Source: an optimization exercise on an open RTL-to-GDS flow (aim: small area and a short achievable clock period). Production flows keep margins and buffers that such runs may drop.
Function was checked by simulation only, so behaviour that the tests miss may differ from the original.
The flow treats the clock pin as an ideal source, which a real chip does not have.
Power is estimated from default activity; no workload was simulated.

--- flow/design.v ---
`default_nettype none
module instr_mem_loader #(
  parameter logic [7:0] LOAD_BASE      = 8'h00,
  parameter logic       ERR_ON_HI_BITS = 1'b1
) (
  input  logic       Clk,
  input  logic       Rst,
  input  logic [7:0] i_Addres_Instr_Bus,
  output logic [8:0] o_Instruction,
  input  logic       i_Load_Start,
  input  logic [7:0] i_Load_Byte,
  input  logic       i_Load_Valid,
  output logic       o_Load_Ready,
  output logic       o_Core_Hold,
  output logic       o_Load_Done,
  output logic       o_Load_Err,
  output logic [8:0] o_Load_Count
);
  typedef enum logic [2:0] {
    S_IDLE = 3'd0, S_LEN = 3'd1, S_LO = 3'd2, S_HI = 3'd3, S_DONE = 3'd5
  } state_t;
  state_t     r_state;
  state_t     w_state_nxt;
  logic [8:0] r_mem [256];
  logic [7:0] r_ptr;
  logic [7:0] r_lo;
  logic [8:0] r_remaining;
  logic       r_err_pend;
  logic       r_hold;
  logic       r_err;
  logic [8:0] r_count;
  logic w_ready;
  logic w_accept;
  logic w_last;
  logic w_hi_bad;
  logic w_we;
  logic [15:0] w_dec_lo;
  logic [15:0] w_dec_hi;
  logic [8:0]  w_rd;
  iml_dec4 u_dec_lo (.i_a(i_Addres_Instr_Bus[3:0]), .o_y(w_dec_lo));
  iml_dec4 u_dec_hi (.i_a(i_Addres_Instr_Bus[7:4]), .o_y(w_dec_hi));
  for (genvar b = 0; b < 9; b++) begin : g_bit
    logic [15:0] w_grp_n;
    for (genvar g = 0; g < 16; g++) begin : g_grp
      logic [15:0] w_q;
      logic [1:0]  w_half;
      for (genvar r = 0; r < 16; r++) begin : g_q
        assign w_q[r] = r_mem[16*g+r][b];
      end
      iml_lf8 u_lf0 (.i_sel(w_dec_lo[7:0]),  .i_q(w_q[7:0]),  .o_y(w_half[0]));
      iml_lf8 u_lf1 (.i_sel(w_dec_lo[15:8]), .i_q(w_q[15:8]), .o_y(w_half[1]));
      iml_oai21 u_gate (.i_a1(w_half[0]), .i_a2(w_half[1]), .i_b1(w_dec_hi[g]), .o_yn(w_grp_n[g]));
    end
    logic [3:0] w_q4;
    logic [1:0] w_q2_n;
    for (genvar k = 0; k < 4; k++) begin : g_n4
      iml_nand4 u_n4 (.i_a(w_grp_n[4*k+3:4*k]), .o_y(w_q4[k]));
    end
    for (genvar k = 0; k < 2; k++) begin : g_n2
      iml_nor2 u_o2 (.i_a(w_q4[2*k]), .i_b(w_q4[2*k+1]), .o_yn(w_q2_n[k]));
    end
    iml_nand2 u_out (.i_a(w_q2_n[0]), .i_b(w_q2_n[1]), .o_y(w_rd[b]));
  end
  assign o_Instruction = w_rd;
  assign o_Load_Ready  = w_ready;
  assign o_Core_Hold   = r_hold;
  assign o_Load_Err    = r_err;
  assign o_Load_Count  = r_count;
  assign w_last   = (r_remaining == 9'd1);
  assign w_hi_bad = ERR_ON_HI_BITS && (i_Load_Byte[7:1] != 7'd0);
  assign w_we     = w_accept && (r_state == S_HI) && !Rst;
  always_ff @(posedge Clk) begin
    if (Rst) begin
      r_state <= S_IDLE;
    end else begin
      r_state <= w_state_nxt;
    end
  end
  always_comb begin
    w_state_nxt = r_state;
    w_ready     = 1'b0;
    o_Load_Done = 1'b0;
    case (r_state)
      S_LEN, S_LO, S_HI: w_ready = 1'b1;
      S_DONE: begin
        o_Load_Done = ~r_err_pend;
        w_state_nxt = S_IDLE;
      end
      default: ;
    endcase
    w_accept = w_ready & i_Load_Valid & ~i_Load_Start;
    if (w_accept) begin
      case (r_state)
        S_LEN: w_state_nxt = S_LO;
        S_LO:  w_state_nxt = S_HI;
        S_HI:  w_state_nxt = w_last ? S_DONE : S_LO;
        default: ;
      endcase
    end
    if (i_Load_Start) begin
      w_state_nxt = S_LEN;
    end
  end
  always_ff @(posedge Clk) begin
    if (Rst) begin
      r_ptr       <= LOAD_BASE;
      r_lo        <= 8'd0;
      r_remaining <= 9'd0;
      r_err_pend  <= 1'b0;
      r_hold      <= 1'b0;
      r_err       <= 1'b0;
      r_count     <= 9'd0;
    end else if (i_Load_Start) begin
      r_ptr       <= LOAD_BASE;
      r_remaining <= 9'd0;
      r_err_pend  <= 1'b0;
      r_hold      <= 1'b1;
      r_err       <= 1'b0;
      r_count     <= 9'd0;
    end else begin
      if (w_accept) begin
        case (r_state)
          S_LEN: r_remaining <= (i_Load_Byte == 8'd0) ? 9'd256 : {1'b0, i_Load_Byte};
          S_LO:  r_lo <= i_Load_Byte;
          S_HI: begin
            r_ptr       <= r_ptr + 8'd1;
            r_remaining <= r_remaining - 9'd1;
            if (r_count != 9'h100) begin
              r_count <= r_count + 9'd1;
            end
            if (w_hi_bad) begin
              r_err_pend <= 1'b1;
            end
          end
          default: ;
        endcase
      end
      if (r_state == S_DONE) begin
        if (r_err_pend) begin
          r_err <= 1'b1;
        end else begin
          r_hold <= 1'b0;
        end
        r_err_pend <= 1'b0;
      end
    end
  end
  always_ff @(posedge Clk) begin
    if (w_we) begin
      r_mem[r_ptr] <= {i_Load_Byte[0], r_lo};
    end
  end
endmodule
module iml_dec4 (
  input  logic [3:0]  i_a,
  output logic [15:0] o_y
);
  for (genvar i = 0; i < 16; i++) begin : g_y
    assign o_y[i] = (i_a == i);
  end
endmodule
module iml_lf8 (
  input  logic [7:0] i_sel,
  input  logic [7:0] i_q,
  output logic       o_y
);
  logic [3:0] w_n;
  for (genvar c = 0; c < 4; c++) begin : g_c
    assign w_n[c] = ~((i_sel[2*c] & i_q[2*c]) | (i_sel[2*c+1] & i_q[2*c+1]));
  end
  assign o_y = ~&w_n;
endmodule
module iml_oai21 (input logic i_a1, i_a2, i_b1, output logic o_yn);
  assign o_yn = ~((i_a1 | i_a2) & i_b1);
endmodule
module iml_nand4 (input logic [3:0] i_a, output logic o_y);
  assign o_y = ~&i_a;
endmodule
module iml_nor2 (input logic i_a, i_b, output logic o_yn);
  assign o_yn = ~(i_a | i_b);
endmodule
module iml_nand2 (input logic i_a, i_b, output logic o_y);
  assign o_y = ~(i_a & i_b);
endmodule
`default_nettype wire
--- flow/flow/run.sh ---
#!/bin/bash
# Own layout flow: the standard layout (standard.sh, unchanged synthesis
# and steps), with clock tree synthesis told not to add dummy loads. The tree
# keeps the same sink clustering as config.mk sets.
set -euo pipefail
export CTS_ARGS="-sink_clustering_enable -repair_clock_nets -sink_clustering_size 25 -sink_clustering_max_diameter 60 -dont_use_dummy_load"
bash standard.sh > standard_flow.log 2>&1
--- flow/standard.sh ---
#!/bin/bash
# synth_recipe.tcl (not shown) runs the flow's synth.tcl, then flattens the netlist and writes it again
# the make line also repeats each setting of config.mk as NAME=value (left out here)
make -C /OpenROAD-flow-scripts/flow DESIGN_CONFIG=/design/flow/config.mk WORK_HOME=/design/flow/orfs CLKGATE_MAP_FILE= SYNTH_SCRIPT=/design/flow/synth_recipe.tcl "${@:-finish}"
--- flow/config.mk ---
export PLATFORM = sky130hd
export DESIGN_NAME = instr_mem_loader
export DESIGN_NICKNAME = instr_mem_loader
export VERILOG_FILES = /design/flow/design.v
export SDC_FILE = /design/flow/constraint.sdc
export NUM_CORES = 4
export LEC_CHECK = 0
export CAP_MARGIN = 20
export CORE_MARGIN = 2
export CORE_UTILIZATION = 60
export CTS_CLUSTER_DIAMETER = 60
export CTS_CLUSTER_SIZE = 25
export PLACE_DENSITY = 0.75
export SETUP_SLACK_MARGIN = 3
export SLEW_MARGIN = 20
export SYNTH_HIERARCHICAL = 1
--- flow/constraint.sdc ---
create_clock -name core_clock -period 8.0 [get_ports {Clk}]
set_input_delay 1.6000 -clock core_clock [delete_from_list [all_inputs] [get_ports {Clk}]]
set_output_delay 1.6000 -clock core_clock [all_outputs]
set_load 0.01 [all_outputs]
==> results of run 1 <==
## area by class of cell
class	instances	share of cell area, %
flip-flops and latches	2344	72.0
multi-input cells	2179	16.4
repair buffers	389	6.01
clock buffers	121	3.11
well taps	1876	2.41
inverters	14	0.0541
diodes	12	0.0309
## registers in the layout, summed over array words and instances (netlist names)
register / count
r_state: 3
r_ptr: 8
r_count: 9
r_remaining: 9
r_err: 1
r_hold: 1
r_mem: 2304
r_lo: 8
r_err_pend: 1
## modules after synthesis, one instance, submodules excluded
module / flops+latches / cells / times used / cell area (um^2)
iml_dec4: 0 / 20 / 2 / 277
iml_nand2: 0 / 1 / 9 / 3.75
iml_nand4: 0 / 1 / 36 / 6.26
iml_nor2: 0 / 1 / 18 / 3.75
instr_mem_loader: 2344 / 2901 / 1 / 72700
iml_oai21: 0 / 1 / 144 / 5.00
iml_lf8: 0 / 5 / 288 / 36.3
## worst max-delay path: stages
cell	delay, ns
buf_16	0.11
buf_4	0.23
and4bb_2	0.45
a22oi_1	0.25
nand4_1	0.23
o21ai_1	0.42
nand4_1	0.37
nor2_2	0.24
nand2_4	0.09
buf_6	0.13
## worst min path at each step
stage | startpoint | end | slack (ns)
2_1_floorplan | r_err_pend$_SDFFE_PP0P_ | r_err_pend$_SDFFE_PP0P_ | 0.46
3_3_place_gp | r_err$_SDFFE_PP0P_ | r_err$_SDFFE_PP0P_ | 0.46
3_5_place_dp | r_err$_SDFFE_PP0P_ | r_err$_SDFFE_PP0P_ | 0.47
4_1_cts | r_err$_SDFFE_PP0P_ | r_err$_SDFFE_PP0P_ | 0.48
5_1_grt | r_hold$_SDFFE_PP0P_ | r_hold$_SDFFE_PP0P_ | 0.52
6_report | r_err$_SDFFE_PP0P_ | r_err$_SDFFE_PP0P_ | 0.48
## cell families (layout without fill, tap and decap cells)
group | Yosys count | after routing
AND/OR/NAND/NOR | 790 | 806
XOR/XNOR | 13 | 13
other | 0 | 12
multiplexers | 9 | 9
flip-flops | 2344 | 2344
adder cells (fa/ha/maj) | 8 | 8
AO/OA/AOI/OAI | 1343 | 1343
buffers and inverters | 81 | 524
## cell usage in the layout, fill, tap and decap left out, types with 32 or more instances in the layout
master     synthesis  final
o21ai_2            0     58
a22oi_1         1153    987
nand4_1          330    330
buf_6              9     48
edfxtp_1        2304   2304
nor2_1           307    286
buf_16             0     59
a22oi_2            0    166
buf_4              0    141
dfxtp_1           40     32
clkbuf_16          0    131
buf_12             0     68
o21ai_1          144     84
## synth_stat cells, types with 3 or more instances
library cell / number / area (um^2)
and4b_1: 8 / 80.1
clkbuf_1: 53 / 199
buf_2: 4 / 20.0
ha_1: 8 / 100
and4bb_2: 3 / 37.5
and4bb_1: 10 / 125
nor4_1: 5 / 31.3
buf_6: 9 / 101
and2_1: 3 / 18.8
nor3b_1: 4 / 30.0
o21ai_0: 13 / 65.1
nor2_1: 307 / 1150
or3_1: 9 / 56.3
nand2_1: 33 / 124
mux2i_1: 9 / 90.1
xnor2_1: 6 / 52.6
a211oi_1: 3 / 22.5
nor2b_1: 9 / 56.3
edfxtp_1: 2304 / 69200
o21ai_1: 144 / 721
nand3_1: 18 / 90.1
or2_2: 13 / 81.3
nor3_1: 6 / 30.0
a21oi_1: 13 / 65.1
inv_1: 14 / 52.6
dfxtp_1: 40 / 801
nor4b_4: 8 / 190
xor2_1: 7 / 61.3
nand3b_1: 3 / 22.5
nand4_1: 330 / 2060
or2_1: 6 / 37.5
a22oi_1: 1153 / 8660
## routing by layer
metal,global-route usage (%),vias to the layer above,routed length (um)
met5,0,-,230
met4,16.1,8,14900
met3,10.8,850,42700
met2,51.7,4730,115000
met1,47.0,26000,85300
li1,-,20500,-
## repair_timing
action / 4_1_cts / 5_1_grt
endpoints found under the setup margin: 153 / 274
setup buffers: 126 / 30
pin swaps: 197 / 153
endpoints found under the hold margin: 0 / 0
resized for setup: 413 / 149
gates cloned: 65 / 11
## per-stage QoR
step / setup slack [ns] / instances / hold WS [ns] / instance area [um^2] / power [uW]
after global routing: 2.34 / 6924 / 0.525 / 97200 / 21000
after floorplan: 0.397 / 4588 / 0.458 / 84700 / 14000
after detailed placement: 0.550 / 6568 / 0.466 / 88700 / 14400
after CTS: 2.42 / 6880 / 0.485 / 95900 / 20400
final: 2.26 / 6935 / 0.477 / 97200 / 20600
after global placement: 0.653 / 6568 / 0.463 / 88700 / 14300
## power by group through the flow
stage / Sequential, uW / Combinational [uW] / Clock, uW
after CTS: 13300 / 1000 / 6160
after detailed placement: 13600 / 785 / 0
after global routing: 13300 / 1110 / 6560
after floorplan: 13600 / 419 / 0
after global placement: 13600 / 774 / 0
final: 13300 / 1100 / 6250
==> results.toml, run 1 <==
[floorplanning]
chipWidth_um = 380
fp-row-count = 137
dieArea_um2 = 144000
io_pins = 42
chipHeight_um = 380
core_um2 = 140000
start_util_pct = 60.6

[detailed_routing]
ant_nets = 0
vias_per_cell = 7.51
drt-total-wl_um = 258000
drcViolationCount = 0
dr.pass1.iters = 14
initialDrtViolationCount = 9628
routedWlPerCell_um = 37.2
via_count = 52100

[timing]
fin_crit_sh_pct = 71.8
setup-tns-final_ns = 0
finalHoldViolCount = 0
fmax_mhz = 174
grt_setup_unrepaired = "yes"
tightest_slew_ns = 1.24
finalSetupViolCount = 0
slew_violations = 0
slew_headroom_pct = 17.3
period_minus_slack_ns = 5.74
finClkSkew_ns = 0.0804

[cts]
cts-hold-fix-buffers = 0
clock_insertion_delay_worst_skew_ns = 0.79
cts_buffers = 121
cts_tree = "built"
clkTransAtPathRegs_ns = 0.09
cts_num_sinks = 2344
clock_tree.buffer_depth = 3
htreeDepth = 3
cts_root_buf = "clkbuf_16"

[synth]
synthXorXnorAreaFrac_pct = 0.134
synth_ff_type = "edfxtp_1"
synth_edf_count = 2304
ys_types = 55
yosys.area_share.simple_pct = 5.17
synth_warnings = 7
synth_mux_area_share_pct = 0.106
synth_seq_cells = 2344
synthAdderAreaFrac_pct = 0.118
synth_compound_area_share_pct = 11.4
synth_cells = 4588
seq_area_frac_synth_pct = 82.6
avgSynthCellArea_um2 = 18.5
synth_area_um2 = 84700
synthesis.nets = 4616
synth_top_family_by_area = "compound AO/OA/AOI/OAI gates"
async_flop_share_pct = 0

[global_routing]
grt_pass1_wl_um = 356000
grt_usage_pct = 34.6
grt_remaining_overflow = 0
antenna_found_initial = 9
grt_pass1_vias = 48700
grt_max_degree = 212

[power_and_ir_drop]
comb_power_share_pct = 5.3
switchingPower_uw = 4270
p_leak_uw = 0.0250
power_frac_seq_pct = 64.4
p_int_uw = 16400
clkPwrFrac_pct = 30.3
ir_worst_vdd_uv = 207
switching_share_pct = 20.7
power_per_cell_area_nw_per_um2 = 212

[worst_setup_path]
critPathLaunchType = "input pin"
crit_type = "in2out"
crit_end = "o_Instruction[6]"
crit_start = "i_Addres_Instr_Bus[0]"
r2r-end = "r_mem[40][6]$_DFFE_PP_"
reg2reg_slack_ns = 3.69
crit_path_end_kind = "output pin"
worstReg2RegStart = "r_state[1]$_SDFF_PP0_"
reg2reg_depth = 4
cp.arrival_ns = 4.14
crit_fanout = 12
required_ns = 6.40

[final_layout]
fill_cells = 8322
regArea_um2 = 70000
multi_input_area_um2 = 15900
area_growth_pct = 14.8
finalNetCount = 5077
drive_above_1_share_pct = 16.2
post-route-util_pct = 69.5

[flow_run]
maxCapViolCount = 0

[placement]
io_buffers = 41
dp_hpwl_um = 128000
place_congestion = 0.887

[hold_path]
hold_depth = 2
hold_class = "reg2reg"

[outcome]
status = "timing/DRC/antenna clean"
==> run 2, diff against run 1 <==
==> flow/flow/run.sh (replaced) <==
#!/bin/bash
# Own layout flow: the standard layout (standard.sh, unchanged synthesis
# and steps), with two changes after placement:
#  - clock tree synthesis is told not to add dummy loads (same sink clustering
#    as config.mk sets);
#  - after clock tree synthesis and its timing repair, cells whose paths have
#    slack to spare are sized down where the worst slack does not drop
#    (flow/area_recover.tcl, run from flow/post_cts.tcl).
set -euo pipefail
export IML_FLOW_DIR="$PWD/flow"
export CTS_ARGS="-sink_clustering_enable -repair_clock_nets -sink_clustering_size 25 -sink_clustering_max_diameter 60 -dont_use_dummy_load"
export POST_CTS_TCL="$PWD/flow/post_cts.tcl"
bash standard.sh > standard_flow.log 2>&1
==> flow/flow/area_recover.tcl (new file) <==
# Area recovery: try smaller drive strengths of cells whose paths have slack to
# spare, and keep a smaller size only if the worst setup slack does not drop and
# no max slew or max capacitance violation appears.
proc ar_sizes {cell} {
  if {![regexp {^(.*)_([0-9]+)$} $cell -> base drv]} { return {} }
  set out {}
  foreach lc [get_lib_cells -quiet "*/${base}_*"] {
    set n [get_name $lc]
    if {[regexp "^${base}_(\[0-9\]+)\$" $n -> d] && $d < $drv} { lappend out [list $d $n] }
  }
  set r {}
  foreach x [lsort -integer -index 0 $out] { lappend r [lindex $x 1] }
  return $r
}

proc ar_est {} {
  if {[info exists ::ar_grt] && $::ar_grt} {
    estimate_parasitics -global_routing
  } else {
    estimate_parasitics -placement
  }
}

proc ar_viol {} {
  return [expr {[sta::max_slew_violation_count] + [sta::max_capacitance_violation_count]}]
}

proc area_recover {spare} {
  ar_est
  set wns0 [sta::worst_slack_cmd max]
  set v0 [ar_viol]
  set saved 0.0
  set n 0
  foreach inst [get_cells *] {
    set cell [get_property $inst ref_name]
    if {![string match "sky130_fd_sc_hd__*" $cell]} { continue }
    if {[string match "*df*" $cell] || [string match "*clk*" $cell]} { continue }
    set cands [ar_sizes $cell]
    if {[llength $cands] == 0} { continue }
    set worst 1e9
    foreach pin [get_pins -of_objects $inst -filter "direction == output"] {
      set s [get_property $pin slack_max]
      if {$s < $worst} { set worst $s }
    }
    if {$worst < $wns0 + $spare} { continue }
    set a0 [get_property [get_lib_cells */$cell] area]
    foreach c $cands {
      replace_cell $inst $c
      ar_est
      if {[sta::worst_slack_cmd max] >= $wns0 - 1e-13 && [ar_viol] <= $v0} {
        set saved [expr {$saved + $a0 - [get_property [get_lib_cells */$c] area]}]
        incr n
        set cell ""
        break
      }
    }
    if {$cell ne ""} { replace_cell $inst $cell; ar_est }
  }
  puts "area_recover: resized $n cells, saved $saved um2, wns [sta::worst_slack_cmd max]"
}
==> flow/flow/post_cts.tcl (new file) <==
# Run by ORFS's cts.tcl after clock tree synthesis and its timing repair
# (POST_CTS_TCL), before the result is written: recover area from cells with
# slack to spare, then legalise the placement again.
source $::env(IML_FLOW_DIR)/area_recover.tcl
area_recover 0.2
detailed_placement
check_placement -verbose
estimate_parasitics -placement
report_worst_slack -max
report_design_area
--- a/flow/config.mk
+++ b/flow/config.mk
@@ -7,7 +7,7 @@
 export LEC_CHECK = 0
 export CAP_MARGIN = 20
 export CORE_MARGIN = 2
-export CORE_UTILIZATION = 60
+export CORE_UTILIZATION = 70
 export CTS_CLUSTER_DIAMETER = 60
 export CTS_CLUSTER_SIZE = 25
 export PLACE_DENSITY = 0.75
==> run 2 against run 1 <==
Still clean. Routed wire length shrank 2.7%. Utilization up 8.8 points. Clock skew down 0.011 ns. Design area is 3.4% lower. Critical path type unchanged. Critical endpoint is now o_Instruction[3]. Largest cell class unchanged.
==> results.toml, run 2 <==
[outcome]
status = "timing/DRC/antenna clean"

[worst_setup_path]
crit_fanout = 16
critPathLaunchType = "input pin"
reg2reg_depth = 5
required_ns = 6.40
cp.arrival_ns = 4.31
crit_path_end_kind = "output pin"
crit_type = "in2out"

[detailed_routing]
initialDrtViolationCount = 9509
routedWlPerCell_um = 38.0
dr.pass1.iters = 9
via_count = 51300
drcViolationCount = 0
vias_per_cell = 7.77
ant_nets = 0
drt-total-wl_um = 251000

[synth]
synth.top_cell.area_share_pct = 81.7
synthesis.nets = 4616
synth_seq_cells = 2344
ys_types = 55
synth_area_um2 = 84700
synth_top_area_cell = "edfxtp_1"
synth_warnings = 7
avgSynthCellArea_um2 = 18.5
synth_edf_count = 2304
seq_area_frac_synth_pct = 82.6
synth_ff_type = "edfxtp_1"
async_flop_share_pct = 0
yosysMostFrequentCell = "edfxtp_1"
synth_cells = 4588
synth.area.top_cells = "edfxtp_1 (82%), a22oi_1 (10%), nand4_1 (2.4%)"
ys_top_cells_by_count = "edfxtp_1 (2304), a22oi_1 (1153), nand4_1 (330), nor2_1 (307), o21ai_1 (144)"

[floorplanning]
io_pins = 42
fp-row-count = 127
dieArea_um2 = 124000
core_um2 = 120000
start_util_pct = 70.6
chipWidth_um = 352
chipHeight_um = 352

[global_routing]
grt_pass1_wl_um = 349000
grt_remaining_overflow = 0
antenna_found_initial = 10
grt_max_degree = 193
grt_pass1_vias = 48200
grt_usage_pct = 40.7

[final_layout]
final_area_um2 = 93900
area_growth_pct = 10.8
fill_cells = 6307
mostFrequentLayoutCells = "edfxtp_1 (2304), a22oi_1 (1099), nand4_1 (330)"
finalNetCount = 5020
drive_above_1_share_pct = 11.6
layout_commonest_cell = "edfxtp_1"
regMostFlops = "r_mem"
largest_reg_flops = 2304
reg_top3 = "r_mem: 2304 flops, r_count: 9 flops, r_remaining: 9 flops"

[flow_run]
maxCapViolCount = 0

[power_and_ir_drop]
ir_worst_vdd_uv = 244
power_per_cell_area_nw_per_um2 = 223
p_leak_uw = 0.0239

[timing]
fmax_mhz = 169
slew_headroom_pct = 9.90
grt_setup_unrepaired = "yes"
period_minus_slack_ns = 5.91
slew_violations = 0
finClkSkew_ns = 0.0696
tightest_slew_ns = 1.35
finalSetupViolCount = 0
fin_crit_sh_pct = 73.9
setup-tns-final_ns = 0
finalHoldViolCount = 0

[hold_path]
hold_depth = 2
hold_class = "reg2reg"

[placement]
postPlaceCellArea_um2 = 88400
dp_hpwl_um = 129000
place_congestion = 0.882
io_buffers = 41

[cts]
clkTransAtPathRegs_ns = 0.06
cts_num_sinks = 2344
clock_insertion_delay_worst_skew_ns = 0.77
cts_tree = "built"
==> run 2: cell counts after synthesis <==
No cell type changed its count.
==> run 2: area by class of cell <==
class | count | area, um^2 | area share [%]
clock buffers | 141 | 3530 | 3.76
well taps | 1612 | 2020 | 2.15
multi-input cells | 2181 | 15300 | 16.3
flip-flops and latches | 2344 | 70000 | 74.6
diodes | 5 | 12.5 | 0.0133
repair buffers | 310 | 2980 | 3.17
inverters | 14 | 52.6 | 0.0560
==> run 2: layer usage <==
| layer | GRT usage, % | vias up | share of wire [%] |
|---|---|---|---|
| li1 | - | 20300 | - |
| met1 | 56.6 | 25600 | 33 |
| met2 | 59.0 | 4656 | 44 |
| met3 | 13.0 | 774 | 17 |
| met4 | 20.5 | 10 | 5.7 |
| met5 | 0 | - | 0.038 |
==> run 2: worst max-delay path, cell delays in order <==
cell     delay [ns]
buf_6          0.17
and4b_4        0.29
buf_6          0.22
buf_1          0.31
a22oi_1        0.29
nand4_1        0.17
o21ai_2        0.27
nand4_1        0.39
nor2_2         0.28
nand2_4        0.13
buf_1          0.16
==> run 2: final timing paths <==
path	slack [ns]	endpoint	from
max	2.09	o_Instruction[3]	i_Addres_Instr_Bus[1]
min	0.49	r_err$_SDFFE_PP0P_	r_err$_SDFFE_PP0P_
max reg2reg	3.77	r_mem[237][2]$_DFFE_PP_	r_state[0]$_SDFF_PP0_
min reg2reg	0.49	r_err$_SDFFE_PP0P_	r_err$_SDFFE_PP0P_
==> run 2: report_power, final <==
group | leakage (uW) | total (uW) | internal [uW] | switching, uW
clock network | 0.00174 | 6750 | 3130 | 3620
registers | 0.0169 | 13300 | 13300 | 4.36
logic | 0.00527 | 952 | 307 | 645
total | 0.0239 | 21000 | 16700 | 4270
==> run 2: kinds of logic after synthesis <==
family / share of synthesized area (%)
AOI/OAI and AO/OA: 11.4
xor gates and xnor gates: 0.134
adders and majority gates: 0.118
buffers and inverters: 0.446
DFF: 82.6
muxes: 0.106
and+or+nand+nor: 5.17
==> run 2: modules after synthesis, one instance, submodules excluded, excerpt <==
module            flip-flops and latches  cells inside  cell area, um^2  copies in the design
iml_nand2                              0             1             3.75                     9
iml_nor2                               0             1             3.75                    18
instr_mem_loader                    2344          2901            72700                     1
iml_nand4                              0             1             6.26                    36
iml_lf8                                0             5             36.3                   288
iml_dec4                               0            20              277                     2
==> run 2: through the flow <==
stage / total power [uW] / std cells / hold WS (ns) / worst slack [ns] / util [%]
floorplan: 14000 / 4588 / 0.458 / 0.397 / -
global placement: 14300 / 6309 / 0.463 / 0.613 / 73.7
detailed placement: 14300 / 6309 / 0.466 / 0.572 / 73.7
global route: 21300 / 6602 / 0.518 / 2.14 / 78.3
finish: 21000 / 6607 / 0.486 / 2.09 / 78.3
==> run 3, diff against run 2 <==
--- a/flow/config.mk
+++ b/flow/config.mk
@@ -7,7 +7,7 @@
 export LEC_CHECK = 0
 export CAP_MARGIN = 20
 export CORE_MARGIN = 2
-export CORE_UTILIZATION = 70
+export CORE_UTILIZATION = 60
 export CTS_CLUSTER_DIAMETER = 60
 export CTS_CLUSTER_SIZE = 25
 export PLACE_DENSITY = 0.75
==> run 3 against run 2 <==
Synthesized cell count is the same. Area after synthesis unchanged. Worst setup slack gained 0.13 ns. Global-route usage decreased by 6.1 points. Clock skew up 0.013 ns. Critical path depth is the same. Combinational power rose by 5%. Final cell count is 4.7% higher. First-iteration DRC count is 3.2% higher. Critical path type unchanged.
==> results.toml, run 3 <==
[synth]
yosysMostFrequentCell = "edfxtp_1"
async_flop_share_pct = 0
synth.top_cell.area_share_pct = 81.7
ys_types = 55
synth.area.top_cells = "edfxtp_1 (82%), a22oi_1 (10%), nand4_1 (2.4%)"
synth_top_area_cell = "edfxtp_1"
synth_area_um2 = 84700
synthesis.nets = 4616
synth_seq_cells = 2344
seq_area_frac_synth_pct = 82.6
synth_warnings = 7
avgSynthCellArea_um2 = 18.5
synth_ff_type = "edfxtp_1"
ys_top_cells_by_count = "edfxtp_1 (2304), a22oi_1 (1153), nand4_1 (330), nor2_1 (307), o21ai_1 (144)"
synth_cells = 4588
synth_edf_count = 2304

[worst_setup_path]
required_ns = 6.40
crit_fanout = 7
cp.arrival_ns = 4.18
reg2reg_depth = 4
crit_type = "in2out"
critPathLaunchType = "input pin"
crit_path_end_kind = "output pin"

[final_layout]
layout_commonest_cell = "edfxtp_1"
drive_above_1_share_pct = 12.6
mostFrequentLayoutCells = "edfxtp_1 (2304), a22oi_1 (1064), nand4_1 (330)"
reg_top3 = "r_mem: 2304 flops, r_count: 9 flops, r_remaining: 9 flops"
finalNetCount = 5061
largest_reg_flops = 2304
regMostFlops = "r_mem"
area_growth_pct = 11.9
final_area_um2 = 94800

[timing]
finalHoldViolCount = 0
grt_setup_unrepaired = "yes"
setup-tns-final_ns = 0
tightest_slew_ns = 1.30
finClkSkew_ns = 0.0821
slew_headroom_pct = 13.4
period_minus_slack_ns = 5.78
fmax_mhz = 173
slew_violations = 0
fin_crit_sh_pct = 72.2
finalSetupViolCount = 0

[placement]
io_buffers = 41
postPlaceCellArea_um2 = 88700
dp_hpwl_um = 128000
place_congestion = 0.887

[global_routing]
grt_pass1_wl_um = 355000
grt_usage_pct = 34.6
grt_max_degree = 212
grt_remaining_overflow = 0
grt_pass1_vias = 48800
antenna_found_initial = 11

[detailed_routing]
dr.pass1.iters = 7
vias_per_cell = 7.45
drcViolationCount = 0
wl_met1_um = 84500
wl_met3_um = 41500
met2WireLength_um = 114000
drt-total-wl_um = 255000
ant_nets = 0
via_count = 51500
initialDrtViolationCount = 9817
dr.max_layer_used = "met5"
routedWlPerCell_um = 36.8

[floorplanning]
fp-row-count = 137
start_util_pct = 60.6
core_um2 = 140000
chipWidth_um = 380
io_pins = 42
chipHeight_um = 380
dieArea_um2 = 144000

[flow_run]
maxCapViolCount = 0

[power_and_ir_drop]
ir_worst_vdd_uv = 209
power_per_cell_area_nw_per_um2 = 217
p_leak_uw = 0.0241

[cts]
clkTransAtPathRegs_ns = 0.08
clock_insertion_delay_worst_skew_ns = 0.79
cts_num_sinks = 2344
cts_tree = "built"

[outcome]
status = "timing/DRC/antenna clean"

[hold_path]
hold_class = "reg2reg"
hold_depth = 2
==> run 3: modules after synthesis, one instance, submodules excluded <==
| module | copies in the design | cell area (um^2) |
|---|---|---|
| iml_nor2 | 18 | 3.75 |
| iml_dec4 | 2 | 277 |
| iml_nand2 | 9 | 3.75 |
| instr_mem_loader | 1 | 72700 |
| iml_nand4 | 36 | 6.26 |
| iml_lf8 | 288 | 36.3 |
| iml_oai21 | 144 | 5.00 |
==> run 3: kinds of logic after synthesis <==
logic type | after synthesis | synth area share, %
flip-flops | 2344 | 82.6
AND/OR/NAND/NOR | 790 | 5.17
AO/OA/AOI/OAI | 1343 | 11.4
multiplexers | 9 | 0.106
buffers and inverters | 81 | 0.446
XOR/XNOR | 13 | 0.134
adder cells (fa/ha/maj) | 8 | 0.118
==> run 3: per-stage QoR <==
step / util, % / total power (uW) / setup WS [ns] / hold slack (ns) / cells
after floorplan: - / 14000 / 0.397 / 0.458 / 4588
after global placement: 63.4 / 14300 / 0.653 / 0.463 / 6568
after detailed placement: 63.4 / 14400 / 0.550 / 0.466 / 6568
after global routing: 67.7 / 20900 / 2.26 / 0.525 / 6909
final: 67.7 / 20500 / 2.22 / 0.477 / 6916
==> run 3: power by group <==
part,switching [uW],internal [uW]
Combinational,666,336
Sequential,5.05,13300
Clock,3560,2670
Total,4230,16300
==> run 3: final cells by class <==
class	count	area (um^2)
diodes	9	22.5
clock buffers	121	3030
multi-input cells	2178	15400
fillers	8781	45100
well taps	1876	2350
flip-flops and latches	2344	70000
inverters	14	52.6
repair buffers	374	3870
==> run 3: path summary, 6_finish.rpt <==
kind                         startpoint                      end  slack, ns
setup / recovery  i_Addres_Instr_Bus[3]         o_Instruction[2]       2.22
hold reg to reg      r_err$_SDFFE_PP0P_       r_err$_SDFFE_PP0P_       0.48
setup reg to reg  r_state[1]$_SDFF_PP0_  r_mem[186][4]$_DFFE_PP_       3.65
hold / removal       r_err$_SDFFE_PP0P_       r_err$_SDFFE_PP0P_       0.48
==> run 3: per-layer routing <==
layer  track usage (%)  up-vias
met5                 0        -
met4              15.7       10
met3              10.7      822
met2              51.8     4629
met1              47.1    25700
li1                  -    20400
==> run 3: worst max-delay path: stages <==
cell	delay [ns]
buf_8	0.10
and4bb_4	0.37
buf_6	0.21
buf_2	0.17
a22oi_2	0.21
nand4_1	0.23
o21ai_2	0.28
nand4_1	0.43
nor2_2	0.31
nand2_4	0.11
buf_6	0.14
==> run 4, diff against run 3 <==
--- a/flow/design.v
+++ b/flow/design.v
@@ -34,10 +34,12 @@
   logic w_last;
   logic w_hi_bad;
   logic w_we;
-  logic [15:0] w_dec_lo;
+  logic [15:0] w_dec_lo [4];
   logic [15:0] w_dec_hi;
   logic [8:0]  w_rd;
-  iml_dec4 u_dec_lo (.i_a(i_Addres_Instr_Bus[3:0]), .o_y(w_dec_lo));
+  for (genvar k = 0; k < 4; k++) begin : g_dec_lo
+    iml_dec4 u_dec_lo (.i_a(i_Addres_Instr_Bus[3:0]), .o_y(w_dec_lo[k]));
+  end
   iml_dec4 u_dec_hi (.i_a(i_Addres_Instr_Bus[7:4]), .o_y(w_dec_hi));
   for (genvar b = 0; b < 9; b++) begin : g_bit
     logic [15:0] w_grp_n;
@@ -47,8 +49,8 @@
       for (genvar r = 0; r < 16; r++) begin : g_q
         assign w_q[r] = r_mem[16*g+r][b];
       end
-      iml_lf8 u_lf0 (.i_sel(w_dec_lo[7:0]),  .i_q(w_q[7:0]),  .o_y(w_half[0]));
-      iml_lf8 u_lf1 (.i_sel(w_dec_lo[15:8]), .i_q(w_q[15:8]), .o_y(w_half[1]));
+      iml_lf8 u_lf0 (.i_sel(w_dec_lo[g/4][7:0]),  .i_q(w_q[7:0]),  .o_y(w_half[0]));
+      iml_lf8 u_lf1 (.i_sel(w_dec_lo[g/4][15:8]), .i_q(w_q[15:8]), .o_y(w_half[1]));
       iml_oai21 u_gate (.i_a1(w_half[0]), .i_a2(w_half[1]), .i_b1(w_dec_hi[g]), .o_yn(w_grp_n[g]));
     end
     logic [3:0] w_q4;
==> run 4 against run 3 <==
Still clean. Final cell count shrank 0.27%. Utilization fell by 1.0 points. Critical path depth unchanged. Combinational power about the same. Die area up 0.97%. Clock skew fell by 0.016 ns. Critical path type unchanged. Largest power group unchanged. Highest routed layer unchanged.
==> results.toml, run 4 <==
[hold_path]
min_from = "r_hold$_SDFFE_PP0P_"
hold_end = "r_hold$_SDFFE_PP0P_"
hold_depth = 2
hold_class = "reg2reg"

[final_layout]
mostFrequentLayoutCells = "edfxtp_1 (2304), a22oi_1 (1084), nand4_1 (330)"
reg_top3 = "r_mem: 2304 flops, r_count: 9 flops, r_remaining: 9 flops"
regMostFlops = "r_mem"
finalNetCount = 5031
layout_commonest_cell = "edfxtp_1"
area_growth_pct = 10.5
finalNonFillerCells = 6897
post-route-util_pct = 66.7
largest_reg_flops = 2304
drive_above_1_share_pct = 11.6

[synth]
synth_edf_count = 2304
ys_top_cells_by_count = "edfxtp_1 (2304), a22oi_1 (1153), nand4_1 (330), nor2_1 (307), o21ai_1 (144)"
synth_cells = 4648
ys_types = 55
synth_warnings = 8
yosysMostFrequentCell = "edfxtp_1"
seq_area_frac_synth_pct = 81.8
synth.top_cell.area_share_pct = 80.9
synth_ff_type = "edfxtp_1"
synth_seq_cells = 2344
synth.area.top_cells = "edfxtp_1 (81%), a22oi_1 (10%), nand4_1 (2.4%)"
synth_area_um2 = 85500
avgSynthCellArea_um2 = 18.4
synthesis.nets = 4676
async_flop_share_pct = 0
synth_top_area_cell = "edfxtp_1"

[floorplanning]
dieArea_um2 = 146000
start_util_pct = 60.4
fp-row-count = 138
chipHeight_um = 382
chipWidth_um = 382
io_pins = 42
core_um2 = 142000

[flow_run]
maxCapViolCount = 0

[timing]
slew_headroom_pct = 7.22
fmax_mhz = 173
finalSetupViolCount = 0
setup-tns-final_ns = 0
finClkSkew_ns = 0.0661
hold_slack_ns = 0.491
fin_crit_sh_pct = 72.4
grt_setup_unrepaired = "yes"
slew_violations = 0
finalHoldViolCount = 0
tightest_slew_ns = 1.39
period_minus_slack_ns = 5.79

[cts]
clkTransAtPathRegs_ns = 0.06
cts_num_sinks = 2344
cts_tree = "built"
clock_insertion_delay_worst_skew_ns = 0.79

[worst_setup_path]
critPathLaunchType = "input pin"
cp.arrival_ns = 4.19
reg2reg_slack_ns = 3.67
crit_fanout = 6
required_ns = 6.40
reg2reg_depth = 5
worstReg2RegStart = "r_state[0]$_SDFF_PP0_"
r2r-end = "r_mem[78][5]$_DFFE_PP_"
crit_path_end_kind = "output pin"
crit_type = "in2out"

[detailed_routing]
initialDrtViolationCount = 8781
dr.pass1.iters = 6
met2WireLength_um = 110000
ant_nets = 0
routedWlPerCell_um = 34.4
via_count = 50600
dr.max_layer_used = "met5"
drt-total-wl_um = 237000
wl_met1_um = 82000
vias_per_cell = 7.34
drcViolationCount = 0
wl_met3_um = 33700

[placement]
place_congestion = 0.905
place_inst = 6613
dp_hpwl_um = 131000
io_buffers = 41

[global_routing]
grt_pass1_wl_um = 337000
grt_pass1_vias = 48400
antenna_found_initial = 4
grt_remaining_overflow = 0
grt_usage_pct = 32.1
grt_max_degree = 194

[outcome]
status = "timing/DRC/antenna clean"

[power_and_ir_drop]
p_leak_uw = 0.0239
ir_worst_vdd_uv = 267
power_per_cell_area_nw_per_um2 = 220
-- run 4: worst max-delay path by stage --
stage                             endpoint             startpoint  slack [ns]
after floorplan           o_Instruction[0]  i_Addres_Instr_Bus[1]        3.01
after global placement    o_Instruction[0]  i_Addres_Instr_Bus[2]        0.91
after detailed placement  o_Instruction[2]  i_Addres_Instr_Bus[2]        0.92
after global routing      o_Instruction[5]  i_Addres_Instr_Bus[3]        2.36
final                     o_Instruction[5]  i_Addres_Instr_Bus[3]        2.21
-- run 4: kinds of logic after synthesis --
| family | count (synthesis) | synth area share, % |
|---|---|---|
| and+or+nand+nor | 838 | 5.93 |
| buffers and inverters | 93 | 0.600 |
| xor gates and xnor gates | 13 | 0.133 |
| AOI/OAI and AO/OA | 1343 | 11.3 |
| DFF | 2344 | 81.8 |
| muxes | 9 | 0.105 |
| adders and majority gates | 8 | 0.117 |
-- run 4: worst max-delay path, cell delays in order --
cell and delay (ns):
buf_12 0.13, buf_8 0.13, and4b_4 0.27, buf_12 0.16
a22oi_2 0.18, nand4_1 0.20, o21ai_2 0.28, nand4_1 0.56
nor2_4 0.41, nand2_4 0.10, buf_6 0.14
-- run 4: final cells by class --
type,count,area [um^2]
fillers,9110,47100
clock buffers,133,3330
well taps,1890,2360
diodes,6,15.0
flip-flops and latches,2344,70000
inverters,14,52.6
repair buffers,284,2820
multi-input cells,2226,15900
-- run 4: per-module statistics from Yosys, one instance, submodules excluded --
module,flip-flops and latches,cells
instr_mem_loader,2344,2901
iml_oai21,0,1
iml_nand4,0,1
iml_lf8,0,5
iml_nor2,0,1
iml_nand2,0,1
iml_dec4,0,20
-- run 4: metal layers --
metal  track usage (%)  vias up
met1              43.9    25400
met5                 0        -
met4              13.4        4
met3              8.70      677
li1                  -    20500
met2              49.4     4046
-- run 4: power by group --
part | internal, uW | leakage (uW) | switching (uW)
Combinational | 324 | 0.00537 | 649
Sequential | 13300 | 0.0169 | 4.08
Clock | 2960 | 0.00164 | 3580
Total | 16600 | 0.0239 | 4230
-- run 4: through the flow --
stage,instance area (um^2),setup WS (ns),total power [uW]
floorplan,85600,3.01,14000
global placement,88800,0.905,14400
detailed placement,88800,0.925,14400
global route,94500,2.36,21200
finish,94500,2.21,20800

static timing again, ports no longer ideal:
Ports are ideal in the flow. The routed layouts listed here were re-timed in OpenROAD.
Step 1: set_driving_cell puts a clkbuf_16 on Clk and a buf_2 on each other input, an assumption about the parent block.
Step 2, shift: input delay + t, output delay - t, t = (earliest + latest rising clock arrival at the registers) / 2. This alone moves slack from input paths to output paths.
Three values: ideal ports, drivers, drivers and shift; two values: the first two.
run	t (ns)	slack for setup (ns)	worst data-port slew with drivers (ns)
run 1	0.841	2.257 / 1.971 / 1.971	0.35
run 2	0.817	2.091 / 1.929 / 1.929	0.21
run 3	0.839	2.224 / 1.918 / 1.918	0.39
run 4	0.846	2.208 / 1.897 / 1.897	0.42
After both steps setup and hold are still met in every run listed. The setup slack of run 4, which loses most, moves by -0.311 ns with the drivers and by -0.311 ns with both steps.
